Source: an optimization exercise on an open RTL-to-GDS flow (aim: small area). Production flows keep margins and buffers that such runs may drop. Function was checked by simulation only, so behaviour that the tests miss may differ from the original. Power figures rest on the tool's default switching activity, not on a simulated workload.

Setup of indigo:
// nn_param_loader
module nn_param_loader #(
  parameter int unsigned FRAME_BITS  = 368,
  parameter int unsigned LOAD_CYCLES = 3,
  parameter int unsigned NBYTES      = (FRAME_BITS + 7) / 8,
  parameter int unsigned CNT_W       = $clog2(NBYTES + 1)
) (
  input  logic                  clk,
  input  logic                  rst,
  input  logic [7:0]            s_data,
  input  logic                  s_valid,
  input  logic                  s_sof,
  output logic                  s_ready,
  output logic [FRAME_BITS-1:0] params,
  output logic                  load_params,
  output logic                  frame_done,
  output logic                  frame_err
);
  localparam int unsigned SH_W = NBYTES * 8;
  localparam int unsigned ST_W = 6;
  localparam logic [ST_W-1:0] COMMIT = ST_W'(60);
  localparam logic [ST_W-1:0] FIRST  = ST_W'(60 - (NBYTES - 1));
  logic [ST_W-1:0]       st_q;
  logic                  err_q;
  logic [SH_W-1:0]       shadow_q;
  logic [FRAME_BITS-1:0] params_q;
  logic busy, idle, beat, commit;
  logic sh_en, sh_hold, pr_en, pr_hold;
  assign busy    = &st_q[5:2];                  
  assign idle    = (st_q == '0);
  assign commit  = busy && (st_q[1:0] == 2'd0);
  assign s_ready = !rst && !busy;
  assign beat    = s_valid && s_ready;
  assign sh_en   = beat;
  assign sh_hold = !beat && !rst;
  assign pr_en   = commit && !rst;
  assign pr_hold = !commit && !rst;
  logic [SH_W-1:0] shadow_in, shadow_d;
  logic [FRAME_BITS-1:0] params_d;
  assign shadow_in = {s_data, shadow_q[SH_W-1:8]};
  nn_param_loader_sel #(.W(SH_W)) u_shadow_sel (
    .en(sh_en), .nv(shadow_in), .hold(sh_hold), .ov(shadow_q), .d(shadow_d)
  );
  nn_param_loader_sel #(.W(FRAME_BITS)) u_params_sel (
  ...
clock: 4.0 ns
lec_check: 0
abc_area: 0
cap_margin: 20
core_margin: 2
core_utilization: 75
gpl_timing_driven: 0
slew_margin: 20
synth_hierarchical: 1
standard.sh (not shown) runs the stock make flow with config.mk's settings and CLKGATE_MAP_FILE= SYNTH_SCRIPT=/design/flow/synth_recipe.tcl, a recipe that flattens the netlist after the stock synthesis.
==> flow/flow/run.sh <==
#!/bin/bash
# Standard ORFS layout, with every port buffered by the smallest buffer and clock tree
# synthesis with larger sink clusters and without dummy loads. The make output goes to
# standard_flow.log here; ORFS keeps each step's log under orfs/logs.
set -euo pipefail
bash standard.sh finish \
  "BUFFER_PORTS_ARGS=-buffer_cell sky130_fd_sc_hd__buf_1" \
  "CTS_ARGS=-sink_clustering_enable -repair_clock_nets -dont_use_dummy_load -buf_list sky130_fd_sc_hd__clkbuf_8 -sink_clustering_size 16 -sink_clustering_max_diameter 50" \
  > standard_flow.log 2>&1
indigo: PASS, flow complete, no timing, DRC or antenna violations
Setup changes, indigo to cedar
# indigo
export LEC_CHECK = 0
export ABC_AREA = 0
export CAP_MARGIN = 20
export CORE_MARGIN = 2
export CORE_UTILIZATION = 75
export GPL_TIMING_DRIVEN = 0
export SLEW_MARGIN = 20
export SYNTH_HIERARCHICAL = 1
create_clock -name core_clock -period 4.0 [get_ports {clk}]
# cedar
export LEC_CHECK = 0
export ABC_AREA = 0
export CAP_MARGIN = 20
export CORE_MARGIN = 2
export CORE_UTILIZATION = 75
export SLEW_MARGIN = 20
export SYNTH_HIERARCHICAL = 1
create_clock -name core_clock -period 4.0 [get_ports {clk}]
Results
- Diff indigo -> cedar | critical path depth | decrease of 1
- In the reports for cedar and indigo, the smaller layout overhead on the synthesized area belongs to cedar.
- cedar vs. indigo: net switching power figure went down by 0.99%.
- Leakage component of the power for cedar is lower than for indigo.
- In cedar, final wirelength is lower than in indigo.
- Side by side, post-route clock period utilization turned out higher in cedar than in indigo.
Changes in ember relative to cedar:
diff --git a/flow/flow/run.sh b/flow/flow/run.sh
--- a/flow/flow/run.sh
+++ b/flow/flow/run.sh
@@ -6,4 +6,4 @@
 bash standard.sh finish \
   "BUFFER_PORTS_ARGS=-buffer_cell sky130_fd_sc_hd__buf_1" \
-  "CTS_ARGS=-sink_clustering_enable -repair_clock_nets -dont_use_dummy_load -buf_list sky130_fd_sc_hd__clkbuf_8 -sink_clustering_size 16 -sink_clustering_max_diameter 50" \
+  "CTS_ARGS=-sink_clustering_enable -repair_clock_nets -dont_use_dummy_load -buf_list sky130_fd_sc_hd__clkbuf_4 -sink_clustering_size 10 -sink_clustering_max_diameter 40" \
   > standard_flow.log 2>&1
[summary]
ember completed every stage of the flow, and the final layout passed the timing, DRC and antenna checks.
Clock network area share came out lower on ember than on cedar.
Summary of ember over cedar: total length of routed met3 wires picked up an extra about 4.6%, share of the cycle needed by the critical path after routing went up by 4.3 points, overall power after layout down 190 uW.
Side by side, final design utilization turned out lower in ember than in cedar.
Min met1 layer usage reported by global route across ember and cedar: cedar
Wire: ember routes more than cedar
The following lists how xenon was set up differently from ember:
# ember
export LEC_CHECK = 0
export ABC_AREA = 0
export CAP_MARGIN = 20
export CORE_MARGIN = 2
export CORE_UTILIZATION = 75
export SLEW_MARGIN = 20
export SYNTH_HIERARCHICAL = 1
create_clock -name core_clock -period 4.0 [get_ports {clk}]
# xenon
export LEC_CHECK = 0
export ABC_AREA = 0
export CAP_MARGIN = 20
export CORE_MARGIN = 2
export CORE_UTILIZATION = 85
export SLEW_MARGIN = 20
export SYNTH_HIERARCHICAL = 1
create_clock -name core_clock -period 4.0 [get_ports {clk}]
diff --git a/flow/flow/run.sh b/flow/flow/run.sh
--- a/flow/flow/run.sh
+++ b/flow/flow/run.sh
@@ -6,4 +6,4 @@
 bash standard.sh finish \
   "BUFFER_PORTS_ARGS=-buffer_cell sky130_fd_sc_hd__buf_1" \
-  "CTS_ARGS=-sink_clustering_enable -repair_clock_nets -dont_use_dummy_load -buf_list sky130_fd_sc_hd__clkbuf_4 -sink_clustering_size 10 -sink_clustering_max_diameter 40" \
+  "CTS_ARGS=-sink_clustering_enable -repair_clock_nets -dont_use_dummy_load -buf_list sky130_fd_sc_hd__clkbuf_8 -sink_clustering_size 16 -sink_clustering_max_diameter 50" \
   > standard_flow.log 2>&1
## What came out
Having completed the whole flow, xenon delivered a layout that passed the timing, DRC and antenna checks. Sequential share of layout area ended up 0.45 points lower on xenon than on ember. Comparing xenon against ember, there is no change at all in flip-flop and latch count. Comparing ember and xenon, post-route minimum period is lower on xenon. Per the comparison of xenon with ember, synthesized instance count was more or less identical, first-pass GRT wire length shows an increase of 11000 um, total routing resource utilization after global routing climbed 8.6 points. Relative to ember, multi-input logic portion of the cell area has gone down in xenon. xenon ended up with fewer standard cells than ember.

nn_param_loader, a different RTL version from the one above (not shown whole).
Size: ~740 flip-flops, ~380 I/O pins.
clock: 4.0 ns
lec_check: 0
abc_area: 0
cap_margin: 20
core_margin: 2
core_utilization: 75
slew_margin: 20
synth_hierarchical: 1
==> flow/flow/run.sh <==
#!/bin/bash
# Standard ORFS layout, with every port buffered by the smallest buffer and clock tree
# synthesis with larger sink clusters and without dummy loads. The make output goes to
# standard_flow.log here; ORFS keeps each step's log under orfs/logs.
set -euo pipefail
bash standard.sh finish \
  "BUFFER_PORTS_ARGS=-buffer_cell sky130_fd_sc_hd__buf_1" \
  "CTS_ARGS=-sink_clustering_enable -repair_clock_nets -dont_use_dummy_load -buf_list sky130_fd_sc_hd__clkbuf_4 -sink_clustering_size 10 -sink_clustering_max_diameter 40" \
  > standard_flow.log 2>&1
==> next run, changes <==
--- a/flow/flow/run.sh
+++ b/flow/flow/run.sh
@@ -7,3 +7,3 @@
   "BUFFER_PORTS_ARGS=-buffer_cell sky130_fd_sc_hd__buf_1" \
-  "CTS_ARGS=-sink_clustering_enable -repair_clock_nets -dont_use_dummy_load -buf_list sky130_fd_sc_hd__clkbuf_4 -sink_clustering_size 10 -sink_clustering_max_diameter 40" \
+  "CTS_ARGS=-sink_clustering_enable -repair_clock_nets -dont_use_dummy_load -buf_list sky130_fd_sc_hd__clkbuf_8 -sink_clustering_size 16 -sink_clustering_max_diameter 50" \
   > standard_flow.log 2>&1
Result: Worst setup slack improves by 0.096 ns. Combinational power stays flat. Synthesized cell count is unchanged.

RTL: one of the versions met above, not the one the previous note started from.
Size: ~740 flip-flops, roughly 380 I/O pins.
clock: 4.0 ns
lec_check: 0
abc_area: 0
cap_margin: 20
core_margin: 2
core_utilization: 75
place_density: 0.9
slew_margin: 20
synth_hierarchical: 1
==> flow/flow/run.sh <==
#!/bin/bash
# Standard ORFS layout, with every port buffered by the smallest buffer and clock tree
# synthesis with larger sink clusters and without dummy loads. The make output goes to
# standard_flow.log here; ORFS keeps each step's log under orfs/logs.
set -euo pipefail
bash standard.sh finish \
  "BUFFER_PORTS_ARGS=-buffer_cell sky130_fd_sc_hd__buf_1" \
  "CTS_ARGS=-sink_clustering_enable -repair_clock_nets -dont_use_dummy_load -buf_list sky130_fd_sc_hd__clkbuf_8 -sink_clustering_size 16 -sink_clustering_max_diameter 50" \
  > standard_flow.log 2>&1
The starting point ran to the end with no violations.
==> next run, changes <==
--- a/flow/config.mk
+++ b/flow/config.mk
@@ -8,7 +8,6 @@
 export ABC_AREA = 0
-export CAP_MARGIN = 20
+export CAP_MARGIN = 0
 export CORE_MARGIN = 2
 export CORE_UTILIZATION = 75
-export PLACE_DENSITY = 0.9
-export SLEW_MARGIN = 20
+export SLEW_MARGIN = 0
 export SYNTH_HIERARCHICAL = 1
Result:
- The changed run completed with no timing, DRC or antenna violations
- register-to-register slack is better by 0.08 ns
- combinational power drops by about 4%
- die area is unchanged
- setup slack improved by 0.028 ns

Setup of 05-16:
nn_param_loader, a different RTL version from the one above (not shown whole).
For scale: about 750 flip-flops.
Design nn_param_loader, start of the top module:
module nn_param_loader #(
  parameter int unsigned FRAME_BITS  = 368,
  parameter int unsigned LOAD_CYCLES = 3,
  parameter int unsigned NBYTES      = (FRAME_BITS + 7) / 8,
  parameter int unsigned CNT_W       = $clog2(NBYTES + 1)
) (
  input  logic                  clk,
  input  logic                  rst,
  input  logic [7:0]            s_data,
  input  logic                  s_valid,
  input  logic                  s_sof,
  output logic                  s_ready,
  output logic [FRAME_BITS-1:0] params,
  output logic                  load_params,
  output logic                  frame_done,
  output logic                  frame_err
);
Settings: LEC_CHECK=0, ABC_AREA=0, CAP_MARGIN=20, CORE_MARGIN=2, CORE_UTILIZATION=60, SLEW_MARGIN=20, SYNTH_HIERARCHICAL=1; clock period 4.0 ns.
Scripts as last shown in full above: flow/flow/run.sh
What 06-13 does differently from 05-16 at the input level:
-- flow/flow/run.sh --
<<< 05-16, line 8
  "CTS_ARGS=-sink_clustering_enable -repair_clock_nets -dont_use_dummy_load -buf_list sky130_fd_sc_hd__clkbuf_8 -sink_clustering_size 16 -sink_clustering_max_diameter 50" \
>>> 06-13, line 8
  "CTS_ARGS=-sink_clustering_enable -repair_clock_nets -dont_use_dummy_load -buf_list sky130_fd_sc_hd__clkbuf_8 -sink_clustering_size 20 -sink_clustering_max_diameter 60" \
### Flow results
Compared with 05-16, 06-13 has less setup slack. Overflow left after global routing: 06-13 vs 05-16, no meaningful difference. [compare] base=05-16 new=06-13: total power went down, cell area after synthesis essentially unchanged. Register share of total power delta for 06-13 relative to 05-16: 1.8 points higher. 06-13 vs 05-16, power density of the placed cells went down by about 2%. On via count: 06-13 sits below 05-16. On first-pass GRT wire length, 06-13 and 05-16 are neck and neck. Diff 05-16..06-13 | sum of net half-perimeters after detailed placement | unchanged. In the final design statistics, 06-13 uses fewer standard cells in total than 05-16.

-- separate check: timing with driven ports --
In the flow no input, the clock included, has a driving cell. The finished layouts below were timed again as built, in two steps.
Step 1, drivers: a clkbuf_16 drives clk and a buf_2 each remaining input, both assumed.
Step 2 moves the port delays by t, midway between the first and last clock arrival at a register: inputs arrive t later, outputs are due t later. That takes back most of the time a late clock gives input paths.
Three values: no drivers, after step 1, after step 2; two values: the first two.
| run | shift t [ns] | setup WS [ns] | worst setup path at the end | slew at the worst register clock pin (ns) | worst slew at a driven data input, ns |
|---|---|---|---|---|---|
| indigo | 0.643 | 1.435 / 1.385 / 1.485 | input to register | 0.11 / 0.11 | 0.05 |
| cedar | 0.633 | 1.331 / 1.282 / 1.148 | input to register | 0.10 / 0.10 | 0.05 |
| ember | 0.740 | 1.159 / 1.113 / 1.158 | input to register | 0.11 / 0.11 | 0.05 |
| xenon | 0.643 | 1.306 / 1.258 / 1.165 | input to register | 0.11 / 0.11 | 0.04 |
| the first run of note 2 | 0.766 | 1.181 / 1.131 / 0.893 | input to register | 0.11 / 0.11 | 0.04 |
| the second run of note 2 | 0.641 | 1.277 / 1.229 / 0.878 | input to register | 0.10 / 0.10 | 0.04 |
| the first run of note 3 | 0.640 | 1.303 / 1.253 / 1.029 | input to register | 0.10 / 0.10 | 0.05 |
| the second run of note 3 | 0.633 | 1.331 / 1.282 / 1.148 | input to register | 0.10 / 0.10 | 0.05 |
| 05-16 | 0.674 | 1.345 / 1.345 / 0.811 | input to register | 0.10 / 0.10 | 0.06 |
| 06-13 | 0.647 | 1.305 / 1.305 / 0.860 | input to register | 0.12 / 0.12 | 0.06 |
After both steps every run listed still meets setup and hold. The setup slack of 05-16, which loses most, moves by 0.000 ns with the drivers and by -0.534 ns with both steps.
